Context: an optimization exercise on an open-source flow, tuned for small area. The choices shown serve that exercise and are no tape-out recipe.
In this exercise RTL edits were held to simulation tests only and were not proved equivalent to the original.
Power and IR drop assume default switching activity.

<file path="flow/run.sh">
#!/bin/bash
# ORFS layout as standard.sh runs it, with three changes:
#  - the ports get the smallest buffer (buf_1) instead of the default choice;
#  - ABC's area script is replaced by flow/abc_area.script (a choice-based
#    area mapper). Registers are mapped before ABC runs, so they stay exactly
#    those of the standard synthesis;
#  - the constant outputs share the one tie cell synthesis gives them
#    instead of one tie cell each.
set -euo pipefail
here=$(pwd)
rm -rf "$here/scripts_x"
cp -r "$FLOW_HOME/scripts" "$here/scripts_x"
cp "$here/flow/abc_area.script" "$here/scripts_x/abc_area.script"
export SCRIPTS_DIR="$here/scripts_x"
export BUFFER_PORTS_ARGS="-buffer_cell sky130_fd_sc_hd__buf_1"
export SKIP_REPAIR_TIE_FANOUT=1
bash standard.sh synth > synth.log 2>&1
bash standard.sh > layout.log 2>&1
</file>
<file path="flow/abc_area.script">
strash
&get -n
&syn2
&synch2
&put
dch -f
amap
topo
</file>
<file path="standard.sh">
#!/bin/bash
# synth_recipe.tcl (not shown) runs the flow's synth.tcl, then flattens the netlist and writes it again
# the make line also repeats each setting of config.mk as NAME=value (left out here)
make -C /OpenROAD-flow-scripts/flow DESIGN_CONFIG=/design/flow/config.mk WORK_HOME=/design/flow/orfs CLKGATE_MAP_FILE= SYNTH_SCRIPT=/design/flow/synth_recipe.tcl "${@:-finish}"
</file>
<file path="config.mk">
export PLATFORM = sky130hd
export DESIGN_NAME = uxn_host_chip
export DESIGN_NICKNAME = uxn_host_chip
export VERILOG_FILES = /design/flow/design.v
export SDC_FILE = /design/flow/constraint.sdc
export NUM_CORES = 4
export LEC_CHECK = 0
export ABC_AREA = 1
export CAP_MARGIN = 20
export CORE_MARGIN = 2
export CORE_UTILIZATION = 40
export CTS_BUF_LIST = sky130_fd_sc_hd__clkbuf_16
export CTS_CLUSTER_DIAMETER = 100
export CTS_CLUSTER_SIZE = 30
export SLEW_MARGIN = 20
export SYNTH_HIERARCHICAL = 1
export SYNTH_MINIMUM_KEEP_SIZE = 0
</file>
<file path="constraint.sdc">
create_clock -name core_clock -period 10.0 [get_ports {ifclk}]
set_input_delay 2.0000 -clock core_clock [delete_from_list [all_inputs] [get_ports {ifclk}]]
set_output_delay 2.0000 -clock core_clock [all_outputs]
set_load 0.01 [all_outputs]
</file>
<file path="design.v">
`default_nettype none
package host_pkg;
   typedef logic [15:0] term_addr_t;
   typedef logic [31:0] reg_addr_t;
   typedef logic [31:0] reg_data_t;
   typedef logic [15:0] xfer_status_t;
   typedef struct packed {
      term_addr_t term_addr;
      reg_addr_t  reg_addr;
      reg_data_t  reg_datai;
      logic       read_mode;
      logic       read;
      logic       write_mode;
      logic       write;
   } host_req_t;
   typedef struct packed {
      reg_data_t    reg_datao;
      logic         read_rdy;
      logic         write_rdy;
      xfer_status_t transfer_status;
   } host_rsp_t;
   localparam int HOST_REQ_W = 84;
   localparam int HOST_RSP_W = 50;
   localparam term_addr_t TERM_DRAM_BASE  = 16'h0010;
   localparam term_addr_t TERM_DRAM_CTRL  = 16'h0020;
   localparam term_addr_t TERM_DUMMY_FPGA = 16'h0030;
   localparam reg_data_t DUMMY_WORD = 32'hBBAA9988;
   localparam reg_addr_t CTRL_REG_CALIB  = 32'd0;
   localparam reg_addr_t CTRL_REG_ERRORS = 32'd1;
endpackage
`default_nettype wire
`default_nettype none
package mcb_pkg;
   localparam int NUM_PORTS = 4;
   typedef logic [29:0] byte_addr_t;
   typedef logic [5:0]  burst_len_t;
   typedef logic [31:0] mcb_data_t;
   typedef logic [NUM_PORTS-1:0] port_flags_t;
   typedef enum logic [2:0] {
      MCB_WRITE = 3'b000,
      MCB_READ  = 3'b001
   } mcb_instr_t;
   typedef struct packed {
      logic       cmd_en;
      mcb_instr_t cmd_instr;
      burst_len_t cmd_bl;
      byte_addr_t cmd_byte_addr;
      logic       wr_en;
      mcb_data_t  wr_data;
      logic       rd_en;
   } mcb_req_t;
   typedef struct packed {
      logic      cmd_full;
      logic      wr_full;
      logic      rd_empty;
      mcb_data_t rd_data;
      logic      wr_underrun;
      logic      rd_overflow;
   } mcb_rsp_t;
   localparam int MCB_REQ_W = 74;
   localparam int MCB_RSP_W = 37;
endpackage
`default_nettype wire
`default_nettype none
module uxn_host_chip (
   input  wire          ifclk,
   input  wire          rst,
   input  wire [15:0]   term_addr,
   input  wire [31:0]   reg_addr,
   input  wire [31:0]   reg_datai,
   input  wire          read_mode,
   input  wire          read,
   input  wire          write_mode,
   input  wire          write,
   output wire [31:0]   reg_datao,
   output wire          read_rdy,
   output wire          write_rdy,
   output wire [15:0]   transfer_status,
   input  wire          calib_done,
   output wire [3:0]    cmd_en,
   output wire [11:0]   cmd_instr,
   output wire [23:0]   cmd_bl,
   output wire [119:0]  cmd_byte_addr,
   output wire [3:0]    wr_en,
   output wire [127:0]  wr_data,
   output wire [3:0]    rd_en,
   input  wire [3:0]    cmd_full,
   input  wire [3:0]    wr_full,
   input  wire [3:0]    rd_empty,
   input  wire [127:0]  rd_data,
   input  wire [3:0]    wr_underrun,
   input  wire [3:0]    rd_overflow
);
   localparam logic [2:0] S_IDLE  = 3'b000;
   localparam logic [2:0] S_WDATA = 3'b111;
   localparam logic [2:0] S_WCMD  = 3'b011;
   localparam logic [2:0] S_RWAIT = 3'b101;
   localparam logic [2:0] S_RDISC = 3'b100;
   localparam logic [2:0] S_HOLD  = 3'b001;
   wire       is_dram  = (term_addr[15:2] == 14'h0004);
   wire       is_ctrl  = (term_addr == 16'h0020);
   wire       is_dummy = (term_addr == 16'h0030);
   wire [1:0] tp       = term_addr[1:0];
   wire       active   = is_dram & (read_mode | write_mode);
   logic        cnt_v;
   logic [1:0]  cnt_port;
   logic [15:0] word_idx;
   logic [15:0] xfer_cnt;
   wire        same       = is_dram & cnt_v & (cnt_port == tp);
   wire [15:0] word_idx_e = same ? word_idx : 16'd0;
   wire [15:0] xfer_cnt_e = same ? xfer_cnt : 16'd0;
   logic [27:0]  cur_addr;
   logic [27:16] all1;
   logic [7:0]   s_h0;
   logic [7:0]   s_h1;
   wire          c8;
   wire          c_h0;
   wire          c_h1;
   wire          c16;
   uxn_add8 #(.CI(1'b0)) add_lo (
      .a  (reg_addr[7:0]),
      .b  (word_idx_e[7:0]),
      .s  (cur_addr[7:0]),
      .co (c8)
   );
   uxn_add8 #(.CI(1'b0)) add_h0 (
      .a  (reg_addr[15:8]),
      .b  (word_idx_e[15:8]),
      .s  (s_h0),
      .co (c_h0)
   );
   uxn_add8 #(.CI(1'b1)) add_h1 (
      .a  (reg_addr[15:8]),
      .b  (word_idx_e[15:8]),
      .s  (s_h1),
      .co (c_h1)
   );
   assign cur_addr[15:8] = c8 ? s_h1 : s_h0;
   assign c16            = c8 ? c_h1 : c_h0;
   uxn_ones12 ones_hi (
      .a   (reg_addr[26:16]),
      .all (all1)
   );
   for (genvar i = 16; i < 28; i++) begin : g_ainc
      assign cur_addr[i] = reg_addr[i] ^ (c16 & all1[i]);
   end
   logic [3:0] wrdy_p;
   logic [3:0] hold_p;
   logic [3:0] acc_p;
   logic [3:0] ird_p;
   logic [3:0] tk_p;
   for (genvar p = 0; p < 4; p++) begin : g_port
      logic [2:0]  st;
      logic [2:0]  st_n;
      logic [27:0] wr_addr_n;    
      logic [31:0] wr_word;
      wire sel  = is_dram & (tp == p);
      wire rm   = sel & read_mode;
      wire wm   = sel & write_mode;
      wire idle  = (st == S_IDLE);
      wire wdata = (st == S_WDATA);
      wire wcmd  = (st == S_WCMD);
      wire rwait = (st == S_RWAIT);
      wire rdisc = (st == S_RDISC);
      wire hold  = (st == S_HOLD);
      wire wrdy  = idle & ~cmd_full[p] & ~wr_full[p];
      wire acc   = sel & write & wrdy;
      wire ird   = idle & rm & ~wm & ~cmd_full[p];
      wire iwr   = wcmd & ~cmd_full[p];
      wire drain = (rwait | rdisc) & ~rd_empty[p];
      always_comb begin
         case (st)
            S_IDLE:  st_n = acc ? S_WDATA : (ird ? S_RWAIT : S_IDLE);
            S_WDATA: st_n = wr_full[p] ? S_WDATA : S_WCMD;
            S_WCMD:  st_n = cmd_full[p] ? S_WCMD : S_IDLE;
            S_RWAIT: st_n = drain ? (rm ? S_HOLD : S_IDLE) : (rm ? S_RWAIT : S_RDISC);
            S_RDISC: st_n = drain ? S_IDLE : S_RDISC;
            S_HOLD:  st_n = (read | ~rm) ? S_IDLE : S_HOLD;
            default: st_n = S_IDLE;
         endcase
      end
      always_ff @(posedge ifclk) begin
         if (rst) st <= S_IDLE;
         else     st <= st_n;
      end
      always_ff @(posedge ifclk) begin
         if (idle) begin
            wr_addr_n <= ~cur_addr;
            wr_word <= reg_datai;
         end
      end
      assign wrdy_p[p] = wrdy;
      assign hold_p[p] = hold;
      assign acc_p[p]  = acc;
      assign ird_p[p]  = ird;
      assign tk_p[p]   = hold & sel & read;
      assign cmd_en[p]                 = iwr | ird;
      assign cmd_instr[p*3 +: 3]       = {2'b00, ~wcmd};
      assign cmd_bl[p*6 +: 6]          = 6'd0;
      assign cmd_byte_addr[p*30 +: 30] = {(wcmd ? ~wr_addr_n : cur_addr), 2'b00};
      assign wr_en[p]                  = wdata & ~wr_full[p];
      assign wr_data[p*32 +: 32]       = wr_word;
      assign rd_en[p]                  = drain;
   end
   wire sel_hold = is_dram & hold_p[tp];
   wire sel_wrdy = wrdy_p[tp];
   wire [16:0] wi_c;
   wire [16:0] xc_c;
   wire [15:0] word_idx_n;
   wire [15:0] xfer_cnt_n;
   assign wi_c[0] = (|acc_p) | (|ird_p);
   assign xc_c[0] = (|acc_p) | (|tk_p);
   for (genvar i = 0; i < 16; i++) begin : g_inc
      assign word_idx_n[i] = word_idx_e[i] ^ wi_c[i];
      assign wi_c[i+1]     = word_idx_e[i] & wi_c[i];
      assign xfer_cnt_n[i] = xfer_cnt_e[i] ^ xc_c[i];
      assign xc_c[i+1]     = xfer_cnt_e[i] & xc_c[i];
   end
   always_ff @(posedge ifclk) begin
      cnt_port <= tp;
      word_idx <= word_idx_n;
      xfer_cnt <= xfer_cnt_n;
      if (rst) cnt_v <= 1'b0;
      else     cnt_v <= active;
   end
   logic [31:0] rd_word;
   always_ff @(posedge ifclk) begin
      if (!sel_hold) rd_word <= rd_data[tp*32 +: 32];
   end
   logic       calib_q;
   logic [3:0] underrun_q;
   logic [3:0] overflow_q;
   always_ff @(posedge ifclk) begin
      if (rst) begin
         calib_q    <= 1'b0;
         underrun_q <= 4'd0;
         overflow_q <= 4'd0;
      end else begin
         calib_q    <= calib_done;
         underrun_q <= underrun_q | wr_underrun;
         overflow_q <= overflow_q | rd_overflow;
      end
   end
   logic [31:0] ctrl_data;
   always_comb begin
      case (reg_addr)
         32'd0:   ctrl_data = {31'd0, calib_q};
         32'd1:   ctrl_data = {24'd0, overflow_q, underrun_q};
         default: ctrl_data = 32'd0;
      endcase
   end
   assign reg_datao       = ({32{is_dram}}  & rd_word)       |
                            ({32{is_dummy}} & 32'hBBAA9988) |
                            ({32{is_ctrl}}  & ctrl_data);
   assign read_rdy        = ~is_dram | sel_hold;
   assign write_rdy       = ~is_dram | sel_wrdy;
   assign transfer_status = xfer_cnt_e;
endmodule
module uxn_ones12 (
   input  wire [26:16] a,
   output wire [27:16] all
);
   assign all[16] = 1'b1;
   for (genvar i = 17; i < 28; i++) begin : g_all
      assign all[i] = all[i-1] & a[i-1];
   end
endmodule
module uxn_add8 #(
   parameter logic CI = 1'b0
) (
   input  wire [7:0] a,
   input  wire [7:0] b,
   output wire [7:0] s,
   output wire       co
);
   wire [8:0] c;
   assign c[0] = CI;
   for (genvar i = 0; i < 8; i++) begin : g_bit
      assign s[i]   = a[i] ^ b[i] ^ c[i];
      assign c[i+1] = (a[i] & b[i]) | (c[i] & (a[i] ^ b[i]));
   end
   assign co = c[8];
endmodule
`default_nettype wire
</file>
==> results of run 1 <==
[per-stage QoR]
| stage | setup WS (ns) | power (mW) | util (%) | hold WS [ns] |
|---|---|---|---|---|
| floorplan | 0.2694 | 1.702 | - | 0.4343 |
| CTS | 0.2637 | 2.469 | 48.95 | 0.4832 |
| global route | 0.03709 | 2.535 | 49.12 | 0.5148 |
| finish | 0.3423 | 2.447 | 49.12 | 0.4799 |
| detailed placement | 0.2369 | 1.812 | 47.76 | 0.4585 |
| global placement | 0.3240 | 1.809 | 47.76 | 0.4476 |
[worst max-delay path: cells and delay by family]
| kind | cells | cell delay [ns] |
|---|---|---|
| adders and majority gates | 8 | 1.82 |
| and+or+nand+nor | 6 | 1.60 |
| AOI/OAI and AO/OA | 3 | 1.23 |
| buffers and inverters | 8 | 0.99 |
[cells in the mapped netlist (5+ instances only)]
| cell | instances |
|---|---|
| a22o_1 | 5 |
| nand2_1 | 32 |
| nor2b_1 | 62 |
| clkinv_1 | 75 |
| ha_1 | 33 |
| a31oi_1 | 7 |
| edfxtp_1 | 272 |
| fa_1 | 21 |
| a21o_1 | 14 |
| a21oi_1 | 8 |
| buf_4 | 46 |
| nor4_1 | 12 |
| nor3_1 | 20 |
| o22ai_1 | 186 |
| nor2_1 | 84 |
| dfxtp_1 | 56 |
| nand3_1 | 9 |
| o21ai_0 | 24 |
[Yosys stat by module, one instance, submodules excluded, a selection]
module / copies in the design / cells inside
uxn_ones12: 1 / 20
uxn_host_chip: 1 / 918
[cell type report]
| class | instances | area [um^2] |
|---|---|---|
| fill | 3081 | 17020 |
| sequential | 328 | 9289 |
| multi-input combinational | 547 | 3666 |
| timing repair buffer | 562 | 2227 |
| tap | 448 | 560.5 |
| clock buffer | 14 | 350.3 |
| inverter | 75 | 281.5 |
| clock inverter | 10 | 50.05 |
| antenna | 2 | 5.005 |
[repair_timing]
action	4_1_cts	5_1_grt
gates resized for setup	0	1
hold buffers	0	0
endpoints found under the setup margin	0	1
[power by group through the flow]
| stage | registers (mW) | clock network [mW] | logic, mW |
|---|---|---|---|
| after floorplan | 1.61 | 0 | 0.0956 |
| after global placement | 1.59 | 0 | 0.215 |
| after detailed placement | 1.59 | 0 | 0.217 |
| after CTS | 1.56 | 0.687 | 0.218 |
| after global routing | 1.57 | 0.727 | 0.239 |
| final | 1.56 | 0.665 | 0.219 |
[path summary, 6_finish.rpt]
check / to / cells past startpoint / slack [ns]
hold / removal: underrun_q[0]$_SDFF_PP0_ / 2 / 0.48
setup / recovery: cmd_byte_addr[53] / 25 / 0.34
hold reg to reg: underrun_q[0]$_SDFF_PP0_ / 2 / 0.48
setup reg to reg: g_port[1].wr_addr_n[21]$_DFFE_PN_ / 21 / 4.49
[per-layer routing]
| layer | up-vias | GRT usage (%) | wire length [um] |
|---|---|---|---|
| met3 | 82 | 4.978 | 3533 |
| met1 | 5061 | 29.09 | 16590 |
| li1 | 4825 | - | - |
| met4 | 2 | 8.752 | 1688 |
| met5 | - | 0 | 11 |
| met2 | 538 | 41.27 | 22040 |
[state kept, by name, summed over array words and instances, names as in the netlist]
signal and flops:
calib_q 1, cnt_v 1, xfer_cnt 16, g_port.wr_addr_n 112
underrun_q 4, cnt_port 2, word_idx 16, rd_word 32
g_port.wr_word 128, overflow_q 4, g_port.st 12
[cells by family after synthesis]
logic type               count (synthesis)  synth area share [%]
adder cells (fa/ha/maj)                 54                 6.159
AND/OR/NAND/NOR                        232                 8.359
buffers and inverters                  121                 4.633
other                                    2               0.05550
AO/OA/AOI/OAI                          259                 12.14
flip-flops                             328                 68.65
==> summary.txt, run 1 <==
Run status
  • Outcome: timing/DRC/antenna clean

Worst setup path
  • Critical Path Source Type: input port
  • Critical Path RT: 8.00 ns
  • Crit path DAT: 7.66 ns
  • Max FO, Critical Path: 12
  • Slowest cell on the critical path: o21ai_0
  • Critical Path Start: term_addr[10]
  • Worst r2r src: cnt_port[1]$_DFF_P_
  • Type of the worst setup path: in -> out
  • CP peak stage delay: 0.73 ns
  • Most used cell, CP: fa_1
  • Critical path endpoint category: output port

STA
  • Achievable Freq: 103.5 MHz
  • Slew Limit Fails: 0
  • RSZ-0062 raised after global routing: false
  • Hold Fails Final Rpt: 0
  • Max_slew headroom: 32.13%
  • Clock skew: 0.02950 ns
  • Final setup viols: 0
  • Setup TNS Final: 0 ns
  • Period minus WS final: 9.658 ns
  • Period utilisation layout: 96.58%
  • Slew @ Worst Pin: 1.018 ns

Logic synthesis
  • Share of the synthesized area in the top cell type: 60.37%
  • Cell variety after synth: 33
  • Mean post-synth cell area: 13.58 um^2
  • Mapped Area: 0.01353 mm^2
  • Post-synth EDFFs: 272
  • Mapped Cells: 996
  • Mapped Nets: 1285
  • Sequential share of the synthesized area: 68.65%
  • Leading area contributor after synthesis: edfxtp_1
  • Async set or reset register ratio after synthesis: 0%
  • Dominant cells by area after synthesis: edfxtp_1, o22ai_1, dfxtp_1, fa_1, ha_1
  • Warnings, synthesis: 7
  • Top_reg_cell synth: edfxtp_1
  • Yosys reg bits: 328

CTS
  • Skew-Pair Late Insertion Delay: 0.52 ns
  • TritonCTS clock tree: done
  • Clk root buf: clkbuf_16
  • H-Tree Depth: 1
  • Clock-pin slew on the worst setup and hold paths: 0.11 ns
  • Setup bufs post-CTS: 0
  • Sink Count: 328
  • Total CTS buffers: 14
  • Clock Tree Buf Depth: 3

Hold path
  • Hold crit path type: reg -> reg
  • Min-delay src: underrun_q[0]$_SDFF_PP0_

GRT
  • Initial antenna violation count: 3
  • Largest net degree at the start of global routing: 62
  • Global-route wire length before repair: 62.69 mm
  • Total GRT Usage: 23.71%
  • Remaining global-route overflow: 0
  • Number of global-route vias before repair: 9888

Routing
  • Final WL: 43.87 mm
  • Via density: 5.291
  • Initial DRC Count: 653
  • Routed via count: 10510
  • Detail Route Antenna Nets: 0
  • DRT Pass-1 Iters: 5
  • WL/cell: 22.09 um
  • DRC violations left: 0

Finish
  • Nets: 1817
  • Fin area: 0.01643 mm^2
  • Commonest cells after routing, fill and taps aside: buf_1, edfxtp_1, o22ai_1
  • Non-filler instance count after layout: 1986
  • Fraction of layout cells with a size suffix above 1: 2.930%
  • Area growth, synth to finish: 21.43%
  • Most common cell after layout, fill and taps aside: buf_1

Placement
  • # port buffers: 540
  • Placed Area: 0.01597 mm^2
  • DP Wirelength: 31.91 mm
  • Placed Cells: 1958
  • RePlAce Congestion: 0.9340

Floorplan
  • Die X: 187.9 um
  • Die ar.: 0.03531 mm^2
  • Die Ht: 187.9 um
  • CORE AREA: 0.03345 mm^2
  • Number of cell rows: 67
  • Initial core utilization: 40.45%
  • Ports: 581

Power
  • PD cells: 148.9 mW/mm^2
  • LEAKAGE: 5.729 nW
  • Power share of the clock group: 27.2%
  • Net Sw Power: 0.5657 mW
  • Combinational Power Share: 8.9%
  • Sequential share of power: 63.9%
  • Peak supply drop: 0.09680 mV
  • Sw frac: 23.12%
  • P_int: 1.881 mW

Job
  • Max Cap Violations: 0
==> run 2: changes to the inputs <==
==> flow/run.sh (replaced) <==
#!/bin/bash
set -euo pipefail
here=$(pwd)
rm -rf "$here/scripts_x"
cp -r "$FLOW_HOME/scripts" "$here/scripts_x"
cp "$here/flow/abc_area.script" "$here/scripts_x/abc_area.script"
export SCRIPTS_DIR="$here/scripts_x"
export BUFFER_PORTS_ARGS="-buffer_cell sky130_fd_sc_hd__buf_1"
export SKIP_REPAIR_TIE_FANOUT=1
export CTS_ARGS="-sink_clustering_enable -repair_clock_nets -sink_clustering_size 30 -sink_clustering_max_diameter 100 -buf_list sky130_fd_sc_hd__clkbuf_16 -dont_use_dummy_load"
bash standard.sh synth > synth.log 2>&1
bash standard.sh > layout.log 2>&1
==> run 2 against run 1 <==
Still clean. Via count shrank 0.55%. Sequential power is essentially flat. Wire length is essentially flat. Synthesized area is the same. Design area shrank 0.29%. First-iteration DRC count is the same. Synthesized cell count is the same. Clock skew grew 0.025 ns. Sequential share of layout area grew 0.16 points.
==> summary.txt, run 2 <==
STA
  • Period utilisation layout: 96.57%
  • RSZ-0062 raised after global routing: false
  • Hold Fails Final Rpt: 0
  • Slew Limit Fails: 0
  • Final worst slack: 0.3431 ns
  • Clock skew: 0.05442 ns
  • Final setup viols: 0
  • Setup TNS Final: 0 ns
  • Period minus WS final: 9.657 ns
  • Slew @ Worst Pin: 1.012 ns
  • Max_slew headroom: 32.52%
  • Achievable Freq: 103.6 MHz

CTS
  • Clk root buf: clkbuf_16
  • Skew-Pair Late Insertion Delay: 0.52 ns
  • Clock-pin slew on the worst setup and hold paths: 0.11 ns
  • TritonCTS clock tree: done
  • Total CTS buffers: 14
  • Setup bufs post-CTS: 0
  • Clock Tree Buf Depth: 3
  • Post-CTS Hold Buffers: 0
  • Sink Count: 328
  • H-Tree Depth: 1

Routing
  • WL/cell: 22.17 um
  • Via density: 5.286
  • Initial DRC Count: 653
  • Final WL: 43.83 mm
  • DRC violations left: 0
  • DRT Pass-1 Iters: 5
  • Detail Route Antenna Nets: 0
  • Routed via count: 10450

Logic synthesis
  • Mean post-synth cell area: 13.58 um^2
  • Mapped Nets: 1285
  • Post-Synth Simple-Gate Area: 8.360%
  • Share of the synthesized area in the top cell type: 60.37%
  • Yosys reg bits: 328
  • Mapped Cells: 996
  • Warnings, synthesis: 7
  • Post-synthesis mux area share: 0%
  • Adder-cell share of the synthesized area: 6.159%
  • Post-synth EDFFs: 272
  • Cell variety after synth: 33
  • Synth Area in Compound Gates: 12.14%
  • Largest family of logic cells by synthesized area: compound AO/OA/AOI/OAI gates
  • Commonest cells post-synth: edfxtp_1, o22ai_1, nor2_1
  • Top_reg_cell synth: edfxtp_1
  • Post-synthesis xor/xnor area fraction: 0%
  • Async set or reset register ratio after synthesis: 0%
  • Leading area contributor after synthesis: edfxtp_1
  • Sequential share of the synthesized area: 68.65%
  • Mapped Area: 0.01353 mm^2
  • Most numerous cell in the Yosys netlist: edfxtp_1
  • Dominant cells by area after synthesis: edfxtp_1, o22ai_1, dfxtp_1, fa_1, ha_1

Run status
  • Outcome: timing/DRC/antenna clean

GRT
  • GR Layer Usage met3: 4.941%
  • Largest net degree at the start of global routing: 62
  • GRT met1 Usage: 29.15%
  • Total GRT Usage: 23.74%
  • Number of global-route vias before repair: 9874
  • Busiest grt layer: met2
  • Global-route wire length before repair: 62.71 mm
  • Global-route met2 utilization: 41.30%
  • Initial antenna violation count: 3
  • Remaining global-route overflow: 0

Floorplan
  • Initial core utilization: 40.45%
  • CORE AREA: 0.03345 mm^2
  • Die Ht: 187.9 um
  • Number of cell rows: 67
  • Ports: 581
  • Die X: 187.9 um
  • Die ar.: 0.03531 mm^2

Worst setup path
  • Critical path endpoint category: output port
  • Worst r2r src: cnt_port[1]$_DFF_P_
  • Crit path DAT: 7.66 ns
  • Critical Path Source Type: input port
  • Most used cell, CP: fa_1
  • R2r worst-path depth: 21
  • Reg-to-Reg End: g_port[3].wr_addr_n[21]$_DFFE_PN_
  • Type of the worst setup path: in -> out
  • Slowest cell on the critical path: o21ai_0
  • Critical Path RT: 8.00 ns
  • R2R setup slack: 4.49 ns
  • Max FO, Critical Path: 12
  • CP peak stage delay: 0.73 ns

Placement
  • Pre-CTS setup slack: 0.2369 ns
  • # port buffers: 540
  • RePlAce Congestion: 0.9340
  • DP Wirelength: 31.91 mm
  • Placed Cells: 1958

Finish
  • Fraction of layout cells with a size suffix above 1: 2.883%
  • Non-filler instance count after layout: 1977
  • Commonest cells after routing, fill and taps aside: buf_1, edfxtp_1, o22ai_1
  • Nets: 1817
  • Biggest regs: g_port.wr_word (128), g_port.wr_addr_n (112), rd_word (32)
  • Largest Register: g_port.wr_word
  • Largest register FFs: 128
  • Most common cell after layout, fill and taps aside: buf_1
  • Area growth, synth to finish: 21.07%

Power
  • LEAKAGE: 5.678 nW
  • Net Sw Power: 0.5515 mW
  • PD cells: 148.0 mW/mm^2
  • Power share of the clock group: 26.5%
  • Combinational Power Share: 9.0%
  • Sw frac: 22.75%
  • P_int: 1.873 mW
  • Sequential share of power: 64.5%
  • Peak supply drop: 0.09593 mV

Job
  • Max Cap Violations: 0

Hold path
  • Hold crit path type: reg -> reg
  • Hold EP: underrun_q[0]$_SDFF_PP0_
  • Worst hold stages: 2
  • Min-delay src: underrun_q[0]$_SDFF_PP0_
==> run 2: cell counts after synthesis <==
No cell type changed its count.
==> run 2: stage by stage <==
stage               utilization [%]  hold WS, ns  total power [mW]  cell area [um^2]
CTS                           48.80       0.4827             2.446             16320
global route                  48.97       0.5145             2.511             16380
detailed placement            47.76       0.4585             1.812             15970
finish                        48.98       0.4794             2.425             16380
global placement              47.76       0.4476             1.809             15970
floorplan                         -       0.4343             1.702             13550
==> run 2: how the worst max path moves through the flow <==
| stage | from | to | slack [ns] | cells past startpoint |
|---|---|---|---|---|
| final | term_addr[10] | cmd_byte_addr[53] | 0.34 | 25 |
| after global routing | term_addr[10] | cmd_byte_addr[53] | 0.04 | 25 |
| after CTS | term_addr[10] | cmd_byte_addr[50] | 0.26 | 25 |
| after detailed placement | term_addr[10] | cmd_byte_addr[50] | 0.24 | 25 |
| after global placement | term_addr[10] | cmd_byte_addr[78] | 0.32 | 25 |
| after floorplan | term_addr[6] | cmd_byte_addr[108] | 0.27 | 21 |
==> run 2: Yosys stat by module, one instance, submodules excluded, a selection <==
module | flops+latches | cells | copies in the design
uxn_host_chip | 328 | 918 | 1
uxn_ones12 | 0 | 20 | 1
==> run 2: timing repair <==
| item | CTS | global route |
|---|---|---|
| endpoints found under the hold margin | 0 | 0 |
| gates resized for setup | 0 | 1 |
| endpoints found under the setup margin | 0 | 1 |
==> run 2: power by group through the flow <==
stage	Clock, mW	Sequential (mW)	Combinational [mW]
final	0.643	1.56	0.219
after global placement	0	1.59	0.215
after detailed placement	0	1.59	0.217
after global routing	0.703	1.57	0.239
after floorplan	0	1.61	0.0956
after CTS	0.665	1.56	0.218
==> run 2: layout make-up <==
| type | count | area [um^2] |
|---|---|---|
| antenna | 3 | 7.507 |
| sequential | 328 | 9289 |
| clock buffer | 14 | 350.3 |
| inverter | 75 | 281.5 |
| tap | 448 | 560.5 |
| multi-input combinational | 547 | 3666 |
| timing repair buffer | 562 | 2227 |
| fill | 3085 | 17070 |
==> run 2: kinds of logic after synthesis <==
logic type	Yosys count
buf+inv	121
compound gates	259
simple gates	232
fa+ha+maj	54
flops	328
other cells	2
==> run 2: critical path: cells and delay by family <==
family / cells / cell delay (ns)
fa+ha+maj: 8 / 1.81
simple gates: 6 / 1.59
compound gates: 3 / 1.24
buf+inv: 8 / 0.99
==> run 2: per-layer routing <==
layer / wire length (um) / vias up
met3: 3796 / 85
met4: 1673 / 0
met5: 0 / -
li1: - / 4816
met2: 22040 / 539
met1: 16320 / 5010
==> run 3: changes to the inputs <==
--- a/flow/run.sh
+++ b/flow/run.sh
@@ -9,3 +9,3 @@
 export SKIP_REPAIR_TIE_FANOUT=1
-export CTS_ARGS="-sink_clustering_enable -repair_clock_nets -sink_clustering_size 30 -sink_clustering_max_diameter 100 -buf_list sky130_fd_sc_hd__clkbuf_16 -dont_use_dummy_load"
+export CTS_ARGS="-sink_clustering_enable -repair_clock_nets -sink_clustering_size 30 -sink_clustering_max_diameter 100 -buf_list sky130_fd_sc_hd__clkbuf_16 -dont_use_dummy_load -root_buf sky130_fd_sc_hd__clkbuf_4"
 bash standard.sh synth > synth.log 2>&1
==> run 3 against run 2 <==
Synthesized cell count unchanged. Register-to-register slack worse by 0.03 ns. Sequential power about the same. Combinational power about the same. Largest power group unchanged. Sequential cell count unchanged. Maximum frequency down 0.14%. Synthesized area unchanged. Clock power down 7.0%. Critical path depth unchanged.
==> summary.txt, run 3 <==
Worst setup path
  • Worst r2r src: cnt_port[1]$_DFF_P_
  • Critical Path RT: 8.00 ns
  • Crit path DAT: 7.67 ns
  • R2r worst-path depth: 21
  • R2R setup slack: 4.46 ns
  • Critical path endpoint category: output port
  • Reg-to-Reg End: g_port[1].wr_addr_n[21]$_DFFE_PN_
  • End of the critical path: cmd_byte_addr[53]
  • Critical Path Source Type: input port
  • Type of the worst setup path: in -> out
  • Max FO, Critical Path: 12
  • Critical Path Start: term_addr[10]

Logic synthesis
  • Mapped Nets: 1285
  • Dominant cells by area after synthesis: edfxtp_1, o22ai_1, dfxtp_1, fa_1, ha_1
  • Cell variety after synth: 33
  • Commonest cells post-synth: edfxtp_1, o22ai_1, nor2_1
  • Post-synth EDFFs: 272
  • Mapped Area: 0.01353 mm^2
  • Async set or reset register ratio after synthesis: 0%
  • Mapped Cells: 996
  • Yosys reg bits: 328
  • Sequential share of the synthesized area: 68.65%
  • Share of the synthesized area in the top cell type: 60.37%
  • Leading area contributor after synthesis: edfxtp_1
  • Top_reg_cell synth: edfxtp_1
  • Mean post-synth cell area: 13.58 um^2
  • Warnings, synthesis: 7
  • Most numerous cell in the Yosys netlist: edfxtp_1

Finish
  • Largest Register: g_port.wr_word
  • Biggest regs: g_port.wr_word (128), g_port.wr_addr_n (112), rd_word (32)
  • Largest register FFs: 128
  • Area growth, synth to finish: 20.69%
  • Fraction of layout cells with a size suffix above 1: 2.883%
  • Nets: 1817
  • Post-Route Utilization: 48.82%
  • Most common cell after layout, fill and taps aside: buf_1
  • Commonest cells after routing, fill and taps aside: buf_1, edfxtp_1, o22ai_1

STA
  • Period utilisation layout: 96.71%
  • Max_slew headroom: 32.25%
  • Achievable Freq: 103.4 MHz
  • Clock skew: 0.1323 ns
  • Final setup viols: 0
  • Setup TNS Final: 0 ns
  • Slew @ Worst Pin: 1.016 ns
  • RSZ-0062 raised after global routing: false
  • Hold Fails Final Rpt: 0
  • Final worst slack: 0.3293 ns
  • Period minus WS final: 9.671 ns
  • Slew Limit Fails: 0

GRT
  • Remaining global-route overflow: 0
  • Initial antenna violation count: 4
  • Global-route wire length before repair: 62.69 mm
  • Number of global-route vias before repair: 9869
  • Largest net degree at the start of global routing: 62
  • Total GRT Usage: 23.76%

CTS
  • Clk root buf: clkbuf_4
  • Sink Count: 328
  • Post-CTS Resized: 0
  • Setup bufs post-CTS: 0
  • Total CTS buffers: 14
  • Clock-pin slew on the worst setup and hold paths: 0.11 ns
  • Post-CTS Hold Buffers: 0
  • Skew-Pair Late Insertion Delay: 0.75 ns
  • TritonCTS clock tree: done
  • H-Tree Depth: 1
  • Clock Tree Buf Depth: 3

Routing
  • Routed via count: 10510
  • Initial DRC Count: 653
  • Detail Route Antenna Nets: 0
  • DRC violations left: 0
  • WL/cell: 22.21 um
  • DRT Pass-1 Iters: 5
  • Final WL: 43.90 mm
  • Via density: 5.318

Floorplan
  • Die Ht: 187.9 um
  • CORE AREA: 0.03345 mm^2
  • Die X: 187.9 um
  • Initial core utilization: 40.45%
  • Ports: 581
  • Die ar.: 0.03531 mm^2
  • Number of cell rows: 67

Power
  • Sw frac: 23.14%
  • Peak supply drop: 0.09590 mV
  • LEAKAGE: 5.655 nW
  • Net Sw Power: 0.5505 mW
  • Sequential share of power: 65.7%
  • Combinational Power Share: 9.2%
  • PD cells: 145.7 mW/mm^2
  • P_int: 1.829 mW
  • Total power: 2.379 mW
  • Power share of the clock group: 25.1%

Placement
  • Pre-CTS setup slack: 0.2369 ns
  • # port buffers: 540
  • DP Wirelength: 31.91 mm
  • RePlAce Congestion: 0.9340

Job
  • Max Cap Violations: 0

Run status
  • Outcome: timing/DRC/antenna clean

Hold path
  • Hold crit path type: reg -> reg
run 3: cell count changes in the layout (fill, tap and decap cells not counted):
cell,previous run,this run
clkbuf_16,16,13
clkbuf_4,0,3
run 3: worst min path at each step:
stage | end | cells past startpoint | from | slack [ns]
global route | underrun_q[3]$_SDFF_PP0_ | 2 | underrun_q[3]$_SDFF_PP0_ | 0.51
detailed placement | underrun_q[2]$_SDFF_PP0_ | 2 | underrun_q[2]$_SDFF_PP0_ | 0.46
CTS | overflow_q[2]$_SDFF_PP0_ | 2 | overflow_q[2]$_SDFF_PP0_ | 0.48
finish | underrun_q[0]$_SDFF_PP0_ | 2 | underrun_q[0]$_SDFF_PP0_ | 0.48
global placement | overflow_q[0]$_SDFF_PP0_ | 2 | overflow_q[0]$_SDFF_PP0_ | 0.45
floorplan | underrun_q[0]$_SDFF_PP0_ | 2 | underrun_q[0]$_SDFF_PP0_ | 0.43
run 3: area by class of cell:
type | instances | area, um^2
Antenna cell | 3 | 7.507
Clock buffer | 14 | 297.8
Fill cell | 3092 | 17120
Inverter | 75 | 281.5
Multi-Input combinational cell | 547 | 3666
Sequential cell | 328 | 9289
Tap cell | 448 | 560.5
Timing Repair Buffer | 562 | 2227
run 3: kinds of logic after synthesis:
logic type / Yosys count / share of synthesized area, %
adders and majority gates: 54 / 6.159
buffers and inverters: 121 / 4.633
other: 2 / 0.05550
and+or+nand+nor: 232 / 8.359
AOI/OAI and AO/OA: 259 / 12.14
DFF: 328 / 68.65
run 3: per-layer routing:
layer / vias up / global-route usage [%] / routed length (um)
li1: 4813 / - / -
met1: 5077 / 29.13 / 16570
met2: 529 / 41.28 / 21960
met3: 92 / 4.997 / 3540
met4: 2 / 8.964 / 1821
met5: - / 0 / 11
run 3: Yosys stat by module, one instance, submodules excluded, excerpt:
| module | cells inside | cell area, um^2 | copies in the design | flops+latches |
|---|---|---|---|---|
| uxn_host_chip | 918 | 12850 | 1 | 328 |
| uxn_ones12 | 20 | 97.59 | 1 | 0 |
run 3: per-stage QoR:
step | area, um^2 | hold slack [ns] | instances
6_report | 16330 | 0.4794 | 1977
5_1_grt | 16330 | 0.5146 | 1977
4_1_cts | 16270 | 0.4829 | 1972
3_5_place_dp | 15970 | 0.4585 | 1958
3_3_place_gp | 15970 | 0.4476 | 1958
2_1_floorplan | 13550 | 0.4343 | 996
run 3: power groups by stage:
stage | sequential [mW] | combinational [mW] | clock [mW]
2_1_floorplan | 1.61 | 0.0956 | 0
3_3_place_gp | 1.59 | 0.215 | 0
3_5_place_dp | 1.59 | 0.217 | 0
4_1_cts | 1.56 | 0.218 | 0.617
5_1_grt | 1.57 | 0.239 | 0.655
6_report | 1.56 | 0.219 | 0.598
run 3: critical path, stage by stage:
cell	delay, ns
buf_1	0.07
nor4_1	0.69
nand2_1	0.22
nor3_4	0.19
nand3_2	0.18
nor2b_1	0.24
ha_1	0.19
fa_1	0.19
fa_1	0.19
fa_1	0.20
fa_1	0.17
clkinv_1	0.07
fa_1	0.36
clkinv_1	0.06
fa_1	0.16
clkinv_1	0.07
fa_1	0.36
clkinv_1	0.07
clkinv_1	0.20
o22ai_1	0.31
buf_4	0.26
nor2b_1	0.07
o21ai_0	0.73
o22ai_1	0.21
buf_1	0.20
==> run 4: changes to the inputs <==
==> flow/abc_area.script (replaced) <==
strash
&get -n
&syn2
&synch2
&put
dch -f
amap -F 4 -A 10
topo
--- a/config.mk
+++ b/config.mk
@@ -10,3 +10,3 @@
 export CORE_MARGIN = 2
-export CORE_UTILIZATION = 40
+export CORE_UTILIZATION = 48
 export CTS_BUF_LIST = sky130_fd_sc_hd__clkbuf_16
==> run 4 against run 3 <==
Still clean. Wire length shrank 1.6%. Maximum frequency grew 2.6%. Sequential share of layout area is 0.43 points higher. Power grew 0.66%. Synthesized area decreased by 0.26%. Worst hold slack hardly changed. Critical path type unchanged. Critical endpoint is now cmd_byte_addr[54].
==> summary.txt, run 4 <==
GRT
  • Total GRT Usage: 27.87%
  • Initial antenna violation count: 4
  • Global-route wire length before repair: 60.69 mm
  • Largest net degree at the start of global routing: 63
  • Number of global-route vias before repair: 9514
  • Remaining global-route overflow: 0

CTS
  • Post-CTS Resized: 0
  • H-Tree Depth: 1
  • Clk root buf: clkbuf_4
  • Sink Count: 328
  • Clock-pin slew on the worst setup and hold paths: 0.08 ns
  • TritonCTS clock tree: done
  • Post-CTS Hold Buffers: 0
  • Setup bufs post-CTS: 0
  • Total CTS buffers: 15
  • Clock Tree Buf Depth: 3
  • Skew-Pair Late Insertion Delay: 0.69 ns

Routing
  • Routed via count: 10390
  • Final WL: 43.20 mm
  • WL/cell: 22.70 um
  • DRT Pass-1 Iters: 5
  • DRC violations left: 0
  • Detail Route Antenna Nets: 0
  • Initial DRC Count: 848
  • Via density: 5.458

Logic synthesis
  • Dominant cells by area after synthesis: edfxtp_1, o22ai_1, dfxtp_1, fa_1, ha_1
  • Warnings, synthesis: 7
  • Top_reg_cell synth: edfxtp_1
  • Yosys reg bits: 328
  • Sequential share of the synthesized area: 68.83%
  • Post-synth EDFFs: 272
  • Most numerous cell in the Yosys netlist: edfxtp_1
  • Async set or reset register ratio after synthesis: 0%
  • Leading area contributor after synthesis: edfxtp_1
  • Mapped Area: 0.01350 mm^2
  • Mapped Cells: 995
  • Share of the synthesized area in the top cell type: 60.52%
  • Mean post-synth cell area: 13.56 um^2
  • Cell variety after synth: 35
  • Mapped Nets: 1284
  • Commonest cells post-synth: edfxtp_1, o22ai_1, nor2_1

Floorplan
  • Die ar.: 0.02947 mm^2
  • Initial core utilization: 48.71%
  • Number of cell rows: 61
  • Ports: 581
  • Die Ht: 171.7 um
  • Die X: 171.7 um
  • CORE AREA: 0.02771 mm^2

STA
  • Slew Limit Fails: 0
  • Setup TNS Final: 0 ns
  • Period utilisation layout: 94.26%
  • Final setup viols: 0
  • Final Hold Slack: 0.4789 ns
  • Clock skew: 0.03482 ns
  • Slew @ Worst Pin: 1.010 ns
  • RSZ-0062 raised after global routing: false
  • Hold Fails Final Rpt: 0
  • Period minus WS final: 9.426 ns
  • Achievable Freq: 106.1 MHz
  • Max_slew headroom: 32.48%

Finish
  • Most common cell after layout, fill and taps aside: buf_1
  • Biggest regs: g_port.wr_word (128), g_port.wr_addr_n (112), rd_word (32)
  • Nets: 1813
  • Fraction of layout cells with a size suffix above 1: 2.825%
  • Register area: 0.009289 mm^2
  • Area of the multi-input gates: 0.003633 mm^2
  • Filler instances: 2398
  • Largest Register: g_port.wr_word
  • Commonest cells after routing, fill and taps aside: buf_1, edfxtp_1, o22ai_1
  • Non-filler instance count after layout: 1903
  • Post-Route Utilization: 58.50%
  • Largest register FFs: 128
  • Area growth, synth to finish: 20.10%

Power
  • Sequential share of power: 65.2%
  • Sw frac: 23.00%
  • Peak supply drop: 0.09174 mV
  • PD cells: 147.8 mW/mm^2
  • Combinational Power Share: 9.1%
  • LEAKAGE: 5.677 nW
  • P_int: 1.844 mW
  • Net Sw Power: 0.5510 mW
  • Power share of the clock group: 25.7%

Worst setup path
  • Critical Path Source Type: input port
  • Crit path DAT: 7.43 ns
  • Critical path endpoint category: output port
  • Type of the worst setup path: in -> out
  • R2r worst-path depth: 21
  • Max FO, Critical Path: 30
  • Critical Path RT: 8.00 ns

Job
  • Max Cap Violations: 0

Hold path
  • Worst hold stages: 2
  • Hold crit path type: reg -> reg

Placement
  • DP Wirelength: 31.88 mm
  • # port buffers: 540
  • Placed Cells: 1883
  • RePlAce Congestion: 0.8807

Run status
  • Outcome: timing/DRC/antenna clean
==> run 4: changes by cell type in the layout (fill, tap and decap cells not counted), moves of 5 or more <==
| cell | delta |
|---|---|
| buf_4 | -5 |
| o21ai_0 | -8 |
| nor2b_1 | -13 |
| a21oi_1 | +8 |
| nor2_1 | +13 |
==> run 4: per-layer routing <==
layer  part of all wire [%]  track usage (%)
met1                     37            34.39
met2                     51            49.07
met3                    7.8            4.878
met4                    3.7            10.24
met5                  0.030                0
==> run 4: per-stage QoR <==
stage | setup WS [ns] | instance area (um^2) | total power [mW]
2_1_floorplan | 0.1100 | 13510 | 1.702
3_3_place_gp | 0.6072 | 15820 | 1.808
3_5_place_dp | 0.5065 | 15850 | 1.810
4_1_cts | 0.4947 | 16170 | 2.409
5_1_grt | 0.07627 | 16210 | 2.476
6_report | 0.5744 | 16210 | 2.395
==> run 4: final timing paths <==
check	start	endpoint	slack (ns)
worst max-delay path	term_addr[6]	cmd_byte_addr[54]	0.57
worst min-delay path	underrun_q[3]$_SDFF_PP0_	underrun_q[3]$_SDFF_PP0_	0.48
worst max register to register	cnt_port[1]$_DFF_P_	g_port[1].wr_addr_n[22]$_DFFE_PN_	4.55
worst min register to register	underrun_q[3]$_SDFF_PP0_	underrun_q[3]$_SDFF_PP0_	0.48
==> run 4: worst max-delay path, stage by stage <==
cell and delay, ns:
buf_1 0.06, or4_1 0.59, nor4_4 0.26, nand3_1 0.18, buf_4 0.28, nor2b_1 0.24
clkinv_1 0.10, ha_1 0.19, clkinv_1 0.05, fa_1 0.16, fa_1 0.18, fa_1 0.18
fa_1 0.18, clkinv_1 0.08, fa_1 0.36, clkinv_1 0.06, fa_1 0.16, clkinv_1 0.09
fa_1 0.38, clkinv_1 0.05, o22a_1 0.46, nand2_1 0.14, a21oi_1 0.59, o22ai_1 0.18
buf_1 0.19
==> run 4: power groups by stage <==
stage          Combinational, mW  Clock [mW]  Sequential (mW)
3_5_place_dp               0.216           0             1.59
6_report                   0.218       0.615             1.56
3_3_place_gp               0.214           0             1.59
4_1_cts                    0.217       0.630             1.56
5_1_grt                    0.238       0.669             1.57
2_1_floorplan             0.0954           0             1.61
==> run 4: layout make-up <==
class                      count  area share, %
tap                          378          2.918
timing repair buffer         558          13.56
multi-input combinational    545          22.42
inverter                      76          1.760
sequential                   328          57.31
antenna                        3        0.04632
clock buffer                  15          1.992
==> run 4: kinds of logic (layout without fill, tap and decap cells) <==
logic type                 count (synthesis)  count (layout)  share of synthesized area (%)
other                                      2               5                        0.05565
buffers and inverters                    122             649                          4.673
DFF                                      328             328                          68.83
AOI/OAI and AO/OA                        257             257                          12.15
adders and majority gates                 54              54                          6.175
and+or+nand+nor                          232             232                          8.112
==> run 4: modules after synthesis (local to each module, per instance), a selection <==
module / flip-flops and latches / copies in the design / cell area, um^2 / cells inside
uxn_host_chip: 328 / 1 / 12810 / 916
uxn_ones12: 0 / 1 / 100.1 / 21

## separate check: timing with driven ports
In the flow no input, the clock included, has a driving cell. The finished layouts below were timed again as built, in two steps. Step 1: set_driving_cell puts a clkbuf_16 on ifclk and a buf_2 on each other input, an assumption about the parent block. Step 2 moves the port delays by t, midway between the first and last clock arrival at a register: inputs arrive t later, outputs are due t later. That takes back most of the time a late clock gives input paths. Three values: ideal ports, drivers, drivers and shift; two values: the first two.
| run | t, ns | setup slack, ns | worst setup path at the end |
|---|---|---|---|
| run 1 | 0.558 | 0.342 / 0.319 / 0.319 | input to output |
| run 2 | 0.547 | 0.343 / 0.320 / 0.320 | input to output |
| run 3 | 0.724 | 0.329 / 0.306 / 0.306 | input to output |
| run 4 | 0.718 | 0.574 / 0.530 / 0.530 | input to output |
After both steps every run listed still meets setup and hold. For run 4, which loses most, drivers alone change the setup slack by -0.044 ns; drivers and shift together by -0.044 ns.
